Context: an optimization exercise on an open-source flow, tuned for small area and few clock cycles. The choices shown serve that exercise and are no tape-out recipe. Function was checked by simulation only, so behaviour that the tests miss may differ from the original. Power is estimated from default activity; no workload was simulated.

## job 3478
## fusion_sequencer_top
module fusion_sequencer_top
(
    input  logic        clock,
    input  logic        reset,
    input  logic        go_i,
    input  logic [15:0] input_word_i,
    input  logic [15:0] weight_word_i,
    output logic [11:0] input_addr_o,
    output logic [11:0] weight_addr_o,
    output logic [11:0] out_addr_o,
    output logic [15:0] out_data_o,
    output logic        out_write_o,
    output logic        finish_o
);
export LEC_CHECK = 0
export CAP_MARGIN = 20
export CORE_MARGIN = 2
export CORE_UTILIZATION = 70
export GPL_ROUTABILITY_DRIVEN = 0
export GPL_TIMING_DRIVEN = 0
export SLEW_MARGIN = 20
create_clock -name core_clock -period 6.0 [get_ports {clock}]
standard.sh (not shown) runs the stock make flow with config.mk's settings and CLKGATE_MAP_FILE= SYNTH_SCRIPT=/design/flow/synth_recipe.tcl, a recipe that flattens the netlist after the stock synthesis.
==> flow/flow/run.sh <==
#!/bin/bash
# The standard layout, with these changes:
# - Yosys's generic synthesis skips its quick ABC pass (synth -noabc), so that
#   extract_fa still sees the adder tree as written and maps it to full
#   adders without inverters between them; the technology-mapping ABC pass
#   later in the script runs flow/abc.script, an area-oriented mapping.
# - Port buffers come from flow/ports.tcl, run before global placement
#   (global placement is not timing driven, so nothing removes them).
# - Clock tree synthesis uses clkbuf_8 clock buffers and no dummy loads.
set -euo pipefail
sed 's/yosys synth -nofsm -noshare /yosys synth -nofsm -noshare -noabc /' synth_recipe.tcl > flow_synth.tcl
grep -q -- '-noabc' flow_synth.tcl
# The technology-mapping ABC pass runs flow/abc.script, an area-oriented
# mapping, in place of ORFS's delay-oriented script
cat > flow_abc.tcl <<EOF2
proc abc {args} {
  set i [lsearch \$args -script]
  lset args [expr {\$i + 1}] $PWD/flow/abc.script
  yosys abc {*}\$args
}
EOF2
cat flow_abc.tcl flow_synth.tcl > flow_synth2.tcl
mv flow_synth2.tcl flow_synth.tcl
sed "s#SYNTH_SCRIPT=[^ ]*#SYNTH_SCRIPT=$PWD/flow_synth.tcl#" standard.sh > flow_standard.sh
export DONT_BUFFER_PORTS=1
export PRE_GLOBAL_PLACE_TCL="$PWD/flow/ports.tcl"
export CTS_ARGS="-sink_clustering_enable -repair_clock_nets -buf_list {sky130_fd_sc_hd__clkbuf_8} -dont_use_dummy_load"
bash flow_standard.sh > flow_standard.log 2>&1
==> flow/flow/abc.script <==
&get -n
&st
&dch
&nf -R 30
&put
topo
stime -c
==> flow/flow/ports.tcl <==
# Synthesis buffers go, as the standard flow removes them before placement.
remove_buffers

# Port buffers, one per port as the standard flow places them: a buffer
# sized for the fanout on each input, the smallest buffer on each output
# (its load is the 0.01 pF port load).
buffer_ports -inputs -buffer_cell sky130_fd_sc_hd__buf_1
buffer_ports -outputs -buffer_cell sky130_fd_sc_hd__buf_1
Testbench counts of job 3478, summed over its fixed seeds: cycles 26,114.
--- input diff job 3478..job 2401 ---
--- a/flow/flow/run.sh
+++ b/flow/flow/run.sh
@@ -23,4 +23,7 @@
 mv flow_synth2.tcl flow_synth.tcl
 sed "s#SYNTH_SCRIPT=[^ ]*#SYNTH_SCRIPT=$PWD/flow_synth.tcl#" standard.sh > flow_standard.sh
+# Adders use Yosys's own Brent-Kung carry network, not ORFS's Kogge-Stone
+# extra map (any non-empty SYNTH_OPERATIONS_ARGS replaces it)
+export SYNTH_OPERATIONS_ARGS=-nofsm
 export DONT_BUFFER_PORTS=1
 export PRE_GLOBAL_PLACE_TCL="$PWD/flow/ports.tcl"
Results
Relative to job 3478, job 2401 degrades time the worst path needs with I/O delays and setup. Delta (job 2401 minus job 3478): share of power burned in combinational logic saw a decrease; total power -about 10%.


Setup of run 1:
Another version of the RTL of fusion_sequencer_top (not shown whole).
Size: roughly 63 flip-flops, ~89 I/O pins, ~0.0077 mm^2 of cells after synthesis.
## fusion_sequencer_top
module fusion_sequencer_top
(
    input  logic        clock,
    input  logic        reset,
    input  logic        go_i,
    input  logic [15:0] input_word_i,
    input  logic [15:0] weight_word_i,
    output logic [11:0] input_addr_o,
    output logic [11:0] weight_addr_o,
    output logic [11:0] out_addr_o,
    output logic [15:0] out_data_o,
    output logic        out_write_o,
    output logic        finish_o
);
==> flow/config.mk <==
export PLATFORM = sky130hd
export DESIGN_NAME = fusion_sequencer_top
export DESIGN_NICKNAME = fusion_sequencer_top
export VERILOG_FILES = /design/flow/design.v
export SDC_FILE = /design/flow/constraint.sdc
export NUM_CORES = 4
export LEC_CHECK = 0
export CAP_MARGIN = 20
export CORE_MARGIN = 2
export CORE_UTILIZATION = 70
export GPL_ROUTABILITY_DRIVEN = 0
export GPL_TIMING_DRIVEN = 0
export SLEW_MARGIN = 20
==> flow/constraint.sdc <==
create_clock -name core_clock -period 6.0 [get_ports {clock}]
set_input_delay 1.2000 -clock core_clock [delete_from_list [all_inputs] [get_ports {clock}]]
set_output_delay 1.2000 -clock core_clock [all_outputs]
set_load 0.01 [all_outputs]
==> flow/flow/run.sh <==
#!/bin/bash
# The standard layout, with these changes:
# - Yosys's generic synthesis skips its quick ABC pass (synth -noabc), so that
#   extract_fa still sees the adder tree as written and maps it to full
#   adders without inverters between them; the technology-mapping ABC pass
#   later in the script runs flow/abc.script, an area-oriented mapping.
# - Port buffers come from flow/ports.tcl, run before global placement
#   (global placement is not timing driven, so nothing removes them).
# - Clock tree synthesis uses clkbuf_8 clock buffers and no dummy loads.
set -euo pipefail
sed 's/yosys synth -nofsm -noshare /yosys synth -nofsm -noshare -noabc /' synth_recipe.tcl > flow_synth.tcl
grep -q -- '-noabc' flow_synth.tcl
# The technology-mapping ABC pass runs flow/abc.script, an area-oriented
# mapping, in place of ORFS's delay-oriented script
cat > flow_abc.tcl <<EOF2
proc abc {args} {
  set i [lsearch \$args -script]
  lset args [expr {\$i + 1}] $PWD/flow/abc.script
  yosys abc {*}\$args
}
EOF2
cat flow_abc.tcl flow_synth.tcl > flow_synth2.tcl
mv flow_synth2.tcl flow_synth.tcl
sed "s#SYNTH_SCRIPT=[^ ]*#SYNTH_SCRIPT=$PWD/flow_synth.tcl#" standard.sh > flow_standard.sh
export DONT_BUFFER_PORTS=1
export PRE_GLOBAL_PLACE_TCL="$PWD/flow/ports.tcl"
export CTS_ARGS="-sink_clustering_enable -repair_clock_nets -buf_list {sky130_fd_sc_hd__clkbuf_8} -dont_use_dummy_load"
bash flow_standard.sh > flow_standard.log 2>&1
Scripts as last shown in full above: flow/flow/abc.script, flow/flow/ports.tcl
No stage failed in run 1, and the final checks on the layout all came back clean.
Testbench counts of run 1, summed over its fixed seeds: cycles 26,114.
--- input diff run 1..run 2 ---
Settings: changing CORE_UTILIZATION from 70 to 65.
[summary]
Run comparison: run 2 timing endpoint of the critical path output_accumulator_inst.acc_q[15]$_DFF_P_; run 1 timing endpoint of the critical path output_accumulator_inst.acc_q[14]$_DFF_P_
Hold slack, run 1 and run 2, lower one = run 1.
The global-route usage of run 2 falls short of that of run 1 by 3.3 points.
The clock share of power was comparable across run 1 and run 2.
Run 2 — via count 105 lower, run 1 as reference
Run 2 -> run 1: maximum frequency flat
Run 2: wire length is 98 um higher than what run 1 reported.
Worst setup path startpoint: input_word_i[7] -> run 1, weight_word_i[6] -> run 2
Input changes introduced in run 3 (baseline for comparison: run 2):
Settings: a change of CORE_UTILIZATION from 65 to 70.
diff --git a/flow/flow/run.sh b/flow/flow/run.sh
--- a/flow/flow/run.sh
+++ b/flow/flow/run.sh
@@ -9 +9 @@
-# - Clock tree synthesis uses clkbuf_8 clock buffers and no dummy loads.
+# - Clock tree synthesis uses clkbuf_4 clock buffers and no dummy loads.
@@ -27 +27 @@
-export CTS_ARGS="-sink_clustering_enable -repair_clock_nets -buf_list {sky130_fd_sc_hd__clkbuf_8} -dont_use_dummy_load"
+export CTS_ARGS="-sink_clustering_enable -repair_clock_nets -buf_list {sky130_fd_sc_hd__clkbuf_4} -dont_use_dummy_load"
diff --git a/flow/flow/ports.tcl b/flow/flow/ports.tcl
--- a/flow/flow/ports.tcl
+++ b/flow/flow/ports.tcl
@@ -7 +7 @@
-buffer_ports -inputs -buffer_cell sky130_fd_sc_hd__buf_1
+buffer_ports -inputs -buffer_cell sky130_fd_sc_hd__buf_4
Notes after the runs:
- [compare] base=run 2 new=run 3: design area grew by 0.34%; number of vias per cell after detailed routing grew by 2.1%; post-synthesis to final-layout area growth grew by 0.37 points.
- Compared with run 2, run 3 has extra setup slack.
- Met1 track demand over resource: run 3 > run 2
The inputs of run 4 differ from those of run 3 as listed below.
==> flow/flow/run.sh <==
#!/bin/bash
# The standard layout, except that Yosys's generic synthesis skips its quick
# ABC pass (synth -noabc), so that extract_fa still sees the adder tree as
# written and maps it to full adders without inverters between them. The
# technology-mapping ABC pass later in the script runs as usual.
set -euo pipefail
sed 's/yosys synth -nofsm -noshare /yosys synth -nofsm -noshare -noabc /' synth_recipe.tcl > flow_synth.tcl
grep -q -- '-noabc' flow_synth.tcl
sed "s#SYNTH_SCRIPT=[^ ]*#SYNTH_SCRIPT=$PWD/flow_synth.tcl#" standard.sh > flow_standard.sh
# Port buffers: a plain buf_2 on each input and output port
export BUFFER_PORTS_ARGS="-buffer_cell sky130_fd_sc_hd__buf_2"
# Clock tree: small clock buffers, no dummy loads
export CTS_ARGS="-sink_clustering_enable -repair_clock_nets -buf_list {sky130_fd_sc_hd__clkbuf_4} -dont_use_dummy_load"
bash flow_standard.sh > flow_standard.log 2>&1
removed: flow/flow/abc.script
removed: flow/flow/ports.tcl
### Flow results
- Against run 3 as the reference, run 4 delivers a lower setup slack.
- The synthesized netlist net count number comes out higher for run 4 vs run 3.
- Required time of the critical path essentially unchanged between run 4 and run 3.
- Run 4: all stages complete, timing, DRC and antenna checks passed
- Run 3 has completed all stages; timing, DRC and antenna checks passed.
- NOTE: wire length on met1 in run 4 exceeds that of run 3
> inputs changed (run 4 -> run 5)
==> flow/flow/run.sh <==
#!/bin/bash
# The standard layout, with these changes:
# - Yosys's generic synthesis skips its quick ABC pass (synth -noabc), so that
#   extract_fa still sees the adder tree as written and maps it to full
#   adders without inverters between them; the technology-mapping ABC pass
#   later in the script runs as usual.
# - Port buffers come from flow/ports.tcl, run before global placement
#   (global placement is not timing driven, so nothing removes them).
# - Clock tree synthesis uses clkbuf_4 clock buffers and no dummy loads.
set -euo pipefail
sed 's/yosys synth -nofsm -noshare /yosys synth -nofsm -noshare -noabc /' synth_recipe.tcl > flow_synth.tcl
grep -q -- '-noabc' flow_synth.tcl
sed "s#SYNTH_SCRIPT=[^ ]*#SYNTH_SCRIPT=$PWD/flow_synth.tcl#" standard.sh > flow_standard.sh
export DONT_BUFFER_PORTS=1
export PRE_GLOBAL_PLACE_TCL="$PWD/flow/ports.tcl"
export CTS_ARGS="-sink_clustering_enable -repair_clock_nets -buf_list {sky130_fd_sc_hd__clkbuf_4} -dont_use_dummy_load"
bash flow_standard.sh > flow_standard.log 2>&1
==> flow/flow/ports.tcl (new file) <==
# Synthesis buffers go, as the standard flow removes them before placement.
remove_buffers

# Port buffers, one per port as the standard flow places them: a buffer
# sized for the fanout on each input, the smallest buffer on each output
# (its load is the 0.01 pF port load).
buffer_ports -inputs -buffer_cell sky130_fd_sc_hd__buf_4
buffer_ports -outputs -buffer_cell sky130_fd_sc_hd__buf_1
Findings:
- On clock-pin transition on the worst setup and hold timing paths, run 5 and run 4 are neck and neck.
- Run 5 vs. run 4: leakage component of the power lost 0.27 nW, amount of wire on met3 after detailed routing shows a reduction of about 25%, largest stage delay on the critical path down 20 ps.
- Routed wire in run 5 totals less than in run 4.
- In the tables for run 5 and run 4, worst slew slack as a fraction of its limit reads lower with run 5.
For run 6, these inputs were changed with respect to run 5:
diff --git a/flow/flow/run.sh b/flow/flow/run.sh
--- a/flow/flow/run.sh
+++ b/flow/flow/run.sh
@@ -6 +6 @@
-#   later in the script runs as usual.
+#   later in the script runs flow/abc.script, an area-oriented mapping.
@@ -12,0 +13,11 @@
+# The technology-mapping ABC pass runs flow/abc.script, an area-oriented
+# mapping, in place of ORFS's delay-oriented script
+cat > flow_abc.tcl <<EOF2
+proc abc {args} {
+  set i [lsearch \$args -script]
+  lset args [expr {\$i + 1}] $PWD/flow/abc.script
+  yosys abc {*}\$args
+}
+EOF2
+cat flow_abc.tcl flow_synth.tcl > flow_synth2.tcl
+mv flow_synth2.tcl flow_synth.tcl
==> flow/flow/abc.script (new file) <==
&get -n
&st
&dch
&nf -a
&put
topo
stime -c
From run 5 to run 6 the numbers moved as follows: fraction of standard cell area that is sequential +0.21 points, synthesized cell count -9.4%, via count of the first global-routing pass -about 1.3%, ratio of final minimum period to clock period -0.65 points.


Another version of the RTL of fusion_sequencer_top (not shown whole).
For scale: ~960 cells after synthesis, about 89 I/O pins, about 0.0083 sq mm of cells after synthesis.
==> flow/design.v (excerpt) <==
module fusion_sequencer_top
(
    input  logic        clock,
    input  logic        reset,
    input  logic        go_i,
    input  logic [15:0] input_word_i,
    input  logic [15:0] weight_word_i,
    output logic [11:0] input_addr_o,
    output logic [11:0] weight_addr_o,
    output logic [11:0] out_addr_o,
    output logic [15:0] out_data_o,
    output logic        out_write_o,
    output logic        finish_o
);
export LEC_CHECK = 0
export ABC_AREA = 1
export CAP_MARGIN = 20
export CORE_MARGIN = 2
export CORE_UTILIZATION = 40
export SLEW_MARGIN = 20
create_clock -name core_clock -period 6.0 [get_ports {clock}]
==> flow/flow/run.sh <==
#!/bin/bash
# The standard layout, except that Yosys's generic synthesis skips its quick
# ABC pass (synth -noabc), so that extract_fa still sees the adder tree as
# written and maps it to full adders without inverters between them. The
# technology-mapping ABC pass later in the script runs as usual.
set -euo pipefail
sed 's/yosys synth -nofsm -noshare /yosys synth -nofsm -noshare -noabc /' synth_recipe.tcl > flow_synth.tcl
grep -q -- '-noabc' flow_synth.tcl
sed "s#SYNTH_SCRIPT=[^ ]*#SYNTH_SCRIPT=$PWD/flow_synth.tcl#" standard.sh > flow_standard.sh
# Port buffers: a plain buf_2 on each input and output port
export BUFFER_PORTS_ARGS="-buffer_cell sky130_fd_sc_hd__buf_2"
bash flow_standard.sh > flow_standard.log 2>&1
Testbench counts at the start, summed over its fixed seeds: cycles 26,114.
Change:
--- a/flow/flow/run.sh
+++ b/flow/flow/run.sh
@@ -10,3 +10,5 @@
 # Port buffers: a plain buf_2 on each input and output port
 export BUFFER_PORTS_ARGS="-buffer_cell sky130_fd_sc_hd__buf_2"
+# Clock tree: smaller clock buffers and larger sink clusters
+export CTS_ARGS="-sink_clustering_enable -repair_clock_nets -buf_list {sky130_fd_sc_hd__clkbuf_4 sky130_fd_sc_hd__clkbuf_8} -sink_clustering_size 30 -sink_clustering_max_diameter 100 -dont_use_dummy_load"
 bash flow_standard.sh > flow_standard.log 2>&1
Settings changed: ABC_AREA 1 to unset, CORE_UTILIZATION 40 to 70.
The new run produced a clean layout.
Final area went down by a few percent.
Clock-buffer cell count goes down by 1.
Critical path depth falls by 3.
Sequential power goes up slightly.
Change:
--- a/flow/flow/run.sh
+++ b/flow/flow/run.sh
@@ -10,5 +10,3 @@
 # Port buffers: a plain buf_2 on each input and output port
 export BUFFER_PORTS_ARGS="-buffer_cell sky130_fd_sc_hd__buf_2"
-# Clock tree: smaller clock buffers and larger sink clusters
-export CTS_ARGS="-sink_clustering_enable -repair_clock_nets -buf_list {sky130_fd_sc_hd__clkbuf_4 sky130_fd_sc_hd__clkbuf_8} -sink_clustering_size 30 -sink_clustering_max_diameter 100 -dont_use_dummy_load"
 bash flow_standard.sh > flow_standard.log 2>&1
Settings changed: CORE_UTILIZATION 70 to 40.
Outcome: The changed run finished clean. Maximum frequency decreases slightly. Sequential share of layout area decreases by 0.94 points. Cell area increases by a few percent. Final cell count increases by about a fifth. Area after synthesis stays the same. Total power increases by roughly a tenth. Sequential power increases slightly.
Change:
Settings changed: CORE_UTILIZATION 40 to 70.
The new run completed with no timing, DRC or antenna violations.
Flip-flop and latch count stays the same.
Register-to-register slack gets better by 0.09 ns.
Clock power climbs by 18%.
Setup slack gets better by 0.039 ns.
Fmax climbs by 0.68%.
Synthesized area is unchanged.
Count of clock-buffer cells in the layout climbs by 1.
Final area drops by 3.6%.
Via count climbs by 3.3%.
Cell count drops by 13%.
Change:
--- a/flow/flow/run.sh
+++ b/flow/flow/run.sh
@@ -10,3 +10,5 @@
 # Port buffers: a plain buf_2 on each input and output port
 export BUFFER_PORTS_ARGS="-buffer_cell sky130_fd_sc_hd__buf_2"
+# Clock tree: smaller clock buffers and larger sink clusters
+export CTS_ARGS="-sink_clustering_enable -repair_clock_nets -buf_list {sky130_fd_sc_hd__clkbuf_8} -sink_clustering_size 40 -sink_clustering_max_diameter 150 -dont_use_dummy_load"
 bash flow_standard.sh > flow_standard.log 2>&1
=>
- cell count falls by about 0.7%
- worst setup slack improved by 0.040 ns
- routed wire length fell by about 3%
- sequential share of layout area grows by 0.36 points
- maximum frequency came out higher by 0.70%
- hold slack gains 0.0051 ns
- die area does not change
- combinational power goes down by about 2%
- non-clock buffer count is unchanged

## port drivers added, routing unchanged
In the flow no input, the clock included, has a driving cell. The finished layouts below were timed again as built, in two steps.
Step 1, drivers: a clkbuf_16 drives clock and a buf_2 each remaining input, both assumed.
Step 2 also shifts input and output timing later by t, the mid clock arrival at the registers, as if the neighbouring blocks saw the same clock.
Three values: ideal ports, drivers, drivers and shift; two values: the first two.
run | shift t [ns] | setup slack, ns | worst hold slack (ns) | worst setup path at the end
job 3478 | 0.390 | 0.161 / 0.172 / -0.218 | 0.497 / 0.497 / 0.497 | input to register
job 2401 | 0.398 | 0.077 / 0.090 / -0.308 | 0.486 / 0.486 / 0.486 | input to register
run 1 | 0.381 | 0.155 / 0.171 / -0.210 | 0.465 / 0.465 / 0.465 | input to register
run 2 | 0.399 | 0.147 / 0.163 / -0.237 | 0.477 / 0.477 / 0.477 | input to register
run 3 | 0.467 | 0.239 / 0.251 / -0.216 | 0.470 / 0.470 / 0.470 | input to register
run 4 | 0.474 | 0.190 / 0.190 / -0.284 | 0.474 / 0.474 / 0.474 | input to register
run 5 | 0.455 | 0.189 / 0.195 / -0.260 | 0.481 / 0.481 / 0.481 | input to register
run 6 | 0.450 | 0.227 / 0.235 / -0.215 | 0.490 / 0.490 / 0.490 | input to register
the first run of note 3 | 0.387 | 0.321 / 0.325 / -0.062 | 0.471 / 0.471 / 0.471 | input to register
the second run of note 3 | 0.389 | 0.295 / 0.310 / -0.079 | 0.497 / 0.497 / 0.497 | input to register
the third run of note 3 | 0.379 | 0.216 / 0.238 / -0.140 | 0.469 / 0.469 / 0.469 | input to register
the fourth run of note 3 | 0.384 | 0.255 / 0.280 / -0.104 | 0.492 / 0.492 / 0.492 | input to register
the fifth run of note 3 | 0.389 | 0.295 / 0.310 / -0.079 | 0.497 / 0.497 / 0.497 | input to register
With both steps, setup timing fails in every run listed, where it was met with ideal ports. For run 4, which loses most, drivers alone change the setup slack by 0.000 ns; drivers and shift together by -0.474 ns.
